Source: an optimization exercise on an open RTL-to-GDS flow (aim: small area, a short achievable clock period and few clock cycles per item). Production flows keep margins and buffers that such runs may drop. The clock port is modelled as an ideal driver, which makes a skipped or thinned clock tree look cheaper than it is; a real chip needs a root buffer or a tree.

// sha256_padder
module sha256_padder #(
    parameter int LEN_W = 19
) (
    input  logic         Clk,
    input  logic         Reset,
    input  logic [7:0]   InData,
    input  logic         InValid,
    input  logic         InLast,
    output logic         InReady,
    output logic [511:0] Chunk,
    output logic         ChunkValid,
    output logic         ChunkLast,
    input  logic         ChunkReady
);
    localparam int WR     = 0;   
    localparam int TOX    = 1;   
    localparam int CMT    = 2;   
    localparam int PAD    = 3;   
    localparam int P2W    = 4;   
    localparam int PADFIT = 5;   
    function automatic logic [5:0] ctl(input logic iv, input logic cv, input logic pend2,
                                       input logic xv, input logic xl, input logic il,
                                       input logic c1, input logic fits);
        logic r_free, cmt, wr, pad;
        r_free     = ~cv & ~pend2;
        cmt        = xv & xl & r_free;
        wr         = iv & ~c1 & r_free;
        pad        = (wr & il) | cmt;
        ctl[WR]     = wr;
        ctl[TOX]    = iv & ~pend2 & c1 & (~xv | cmt);
        ctl[CMT]    = cmt;
        ctl[PAD]    = pad;
        ctl[P2W]    = pend2 & ~cv;
        ctl[PADFIT] = pad & fits;
    endfunction
    logic [511:0] r_q;           
  ...
For scale: about 1600 cells after synthesis, about 580 flip-flops, about 530 I/O pins.
clock: 4.5 ns
lec_check: 0
cap_margin: 20
core_margin: 2
core_utilization: 50
setup_slack_margin: 2.45
slew_margin: 20
synth_hierarchical: 1
synth_minimum_keep_size: 0
standard.sh (not shown) runs the stock make flow with config.mk's settings and CLKGATE_MAP_FILE= SYNTH_SCRIPT=/design/flow/synth_recipe.tcl, a recipe that flattens the netlist after the stock synthesis.
==> flow/flow/run.sh <==
#!/bin/bash
# Standard ORFS layout with these changes: the port buffers use a small buffer cell, and the
# clock tree is a two-level tree built by flow/cts_pre.tcl (ORFS's PRE_CTS_TCL hook) in place
# of TritonCTS. Each ORFS step's full log is in orfs/logs/...; make's output is in flow.log.
set -euo pipefail
export BUFFER_PORTS_ARGS="-buffer_cell sky130_fd_sc_hd__buf_1"
export PRE_CTS_TCL="$PWD/flow/cts_pre.tcl"
bash standard.sh > flow.log 2>&1
Other scripts of this flow, unchanged in this note and not shown: flow/flow/cts_pre.tcl
The starting point passed the timing, design-rule and antenna checks.
Next try:
--- a/flow/design.v
+++ b/flow/design.v
@@ -44,19 +44,16 @@
     logic         xv_q, xv_d;    
     logic [7:0]   xd_q;
     logic         xl_q, xl_d;
     logic         pend2_q, pend2_d;    
     logic         p2_80_q, p2_80_d;    
     logic [15:0]  cnt_q, cnt_d;
     logic [7:1]   qht_q, qht_d, qlt_q, qlt_d;
     logic [5:0]   ctl_q;         
-    logic [2:0]   ctlh_q;        
-    logic         cvo_d;
-    logic [5:0]   ctlh_d;
     logic [8:0]   qhc, qlc;      
     logic [7:0]   qh1, ql1;      
     logic         c0, c2;        
     logic         new_chunk, take, cnt_rst;
     logic [5:0]   ctl_d;
     logic [63:0]  lenbits;       
     logic [63:0]  sel, above, nxt;    
     logic [63:0]  k, w, s;
@@ -78,22 +75,20 @@
         for (int i = 0; i < 64; i++) begin
             sel[i]   = qh1[i / 8] & ql1[i % 8];
             nxt[i]   = (i == 0) ? 1'b0 :
                        (i % 8 == 0) ? (qh1[i / 8 - 1] & ql1[7]) : (qh1[i / 8] & ql1[i % 8 - 1]);
             above[i] = ~qhc[i / 8] | (qh1[i / 8] & ~qlc[i % 8]);
         end
     end
     always_comb begin
-        w    = {{32{ctlh_q[0]}}, {32{ctl_q[WR]}}} & sel;
+        w    = {64{ctl_q[WR]}} & sel;
         w[0] = (ctl_q[WR] & c2) | ctl_q[CMT];
-        k    = ~(w | ({{32{ctlh_q[1]}}, {32{ctl_q[PAD]}}} & above) |
-                 {{32{ctlh_q[2]}}, {32{ctl_q[P2W]}}});
-        s    = ({{32{ctlh_q[1]}}, {32{ctl_q[PAD]}}} & nxt) |
-               {63'b0, ctl_q[P2W] & p2_80_q};   
+        k    = ~(w | ({64{ctl_q[PAD]}} & above) | {64{ctl_q[P2W]}});
+        s    = ({64{ctl_q[PAD]}} & nxt) | {63'b0, ctl_q[P2W] & p2_80_q};   
     end
     for (genvar i = 0; i < 56; i++) begin : g_lane
         for (genvar b = 0; b < 7; b++) begin : g_bit
             sha256_padder_cell u_cell (
                 .q(r_q[511 - 8*i - 7 + b]), .k(k[i]), .w(w[i]),
                 .d((i == 0) ? xd_q[b] : id_q[b]),
                 .y(r_d[511 - 8*i - 7 + b])
             );
@@ -117,17 +112,16 @@
     always_comb begin
         iv_d    = rdy_q ? InValid : iv_q;
         id_d    = rdy_q ? InData : id_q;
         il_d    = rdy_q ? InLast : il_q;
         xv_d    = ctl_q[TOX] | (xv_q & ~ctl_q[WR] & ~ctl_q[CMT]);
         xl_d    = ctl_q[TOX] ? il_q : xl_q;
         new_chunk = (ctl_q[WR] & (il_q | c0)) | ctl_q[CMT] | ctl_q[P2W];
         cv_d    = new_chunk | (cv_q & ~ChunkReady);
-        cvo_d   = new_chunk | (cvo_q & ~ChunkReady);
         cl_d    = new_chunk ? (ctl_q[P2W] | ctl_q[PADFIT]) : cl_q;
         pend2_d = ~ctl_q[P2W] & (pend2_q | (ctl_q[PAD] & ~ctl_q[PADFIT]));
         p2_80_d = (ctl_q[PAD] & ~ctl_q[PADFIT]) ? c0 : p2_80_q;
         take    = (ctl_q[TOX] | ctl_q[WR]) & ~il_q;
         cnt_rst = ctl_q[PADFIT] | ctl_q[P2W];
         cnt_d   = cnt_q;
         qht_d   = qht_q;
         qlt_d   = qlt_q;
@@ -135,20 +129,18 @@
             cnt_d = take ? 16'd2 : 16'd1;
             qht_d = '0;
             qlt_d = take ? 7'd1 : 7'd0;
         end else if (take) begin
             cnt_d = cnt_q + 16'd1;
             qlt_d = qlt_q[7] ? 7'd0 : {qlt_q[6:1], 1'b1};
             if (qlt_q[7]) qht_d = qht_q[7] ? 7'd0 : {qht_q[6:1], 1'b1};
         end
-        ctl_d  = ctl(iv_d, cv_d, pend2_d, xv_d, xl_d, il_d, ~qht_d[1] & ~qlt_d[1],
-                     ~qht_d[7] & ~(qht_d[6] & qlt_d[7]));
-        ctlh_d = ctl(iv_d, cvo_d, pend2_d, xv_d, xl_d, il_d, ~qht_d[1] & ~qlt_d[1],
-                     ~qht_d[7] & ~(qht_d[6] & qlt_d[7]));
+        ctl_d = ctl(iv_d, cv_d, pend2_d, xv_d, xl_d, il_d, ~qht_d[1] & ~qlt_d[1],
+                    ~qht_d[7] & ~(qht_d[6] & qlt_d[7]));
         rdy_d = ~iv_d | ctl_d[TOX] | ctl_d[WR];
     end
     always_ff @(posedge Clk) begin
         r_q  <= r_d;
         id_q <= id_d;
         il_q <= il_d;
         if (ctl_q[TOX]) xd_q <= id_q;
         xl_q <= xl_d;
@@ -162,29 +154,27 @@
             iv_q    <= 1'b0;
             rdy_q   <= 1'b0;     
             xv_q    <= 1'b0;
             pend2_q <= 1'b0;
             cnt_q   <= 16'd1;
             qht_q   <= '0;
             qlt_q   <= '0;
             ctl_q   <= '0;
-            ctlh_q  <= '0;
         end else begin
             cv_q    <= cv_d;
-            cvo_q   <= cvo_d;
+            cvo_q   <= new_chunk | (cvo_q & ~ChunkReady);
             iv_q    <= iv_d;
             rdy_q   <= rdy_d;
             xv_q    <= xv_d;
             pend2_q <= pend2_d;
             cnt_q   <= cnt_d;
             qht_q   <= qht_d;
             qlt_q   <= qlt_d;
             ctl_q   <= ctl_d;
-            ctlh_q  <= {ctlh_d[P2W], ctlh_d[PAD], ctlh_d[WR]};
         end
     end
 endmodule
 module sha256_padder_cell (
     input  logic q,
     input  logic k,
     input  logic w,
     input  logic d,
Register-to-register slack gets better by 0.06 ns; routed wire length shrinks slightly; setup slack gets better by 0.055 ns; core utilization shrinks by 0.41 points; first-iteration DRC count shrinks by about a fifth; synthesized cell count shrinks slightly.
No run of this note included a check of the RTL's function; only the layout flow was run. In every run of this note, the design's own scripts or RTL, not TritonCTS, make the clock network.

## port drivers added, routing unchanged
The flow's constraints put no driver on any port. The routed layouts listed below were extracted and timed again, unchanged, in two steps.
Step 1 sets driving cells, clkbuf_16 on the clock port and buf_2 on the other inputs (assumed; they add their load-dependent delay and slew).
Step 2 adds t to the input delays and takes it off the output delays; t is the mean of the earliest and latest rising clock arrival at the registers after step 1. Input paths then give back, and output paths get back, about the clock's delay inside the block.
Three values: ideal ports, drivers, drivers and shift; two values: the first two.
run	t, ns	slack for setup (ns)	worst setup path after step 2	worst register clock-pin slew, ns	cell pins on the clock port's net
the first run	0.480	2.372 / 2.372 / 2.280	input to register	0.09 / 0.09	4
the second run	0.474	2.427 / 2.393 / 2.427	register to register	0.10 / 0.10	4
After both steps setup and hold are still met in every run listed. The setup slack of the first run, which loses most, moves by 0.000 ns with the drivers and by -0.092 ns with both steps.
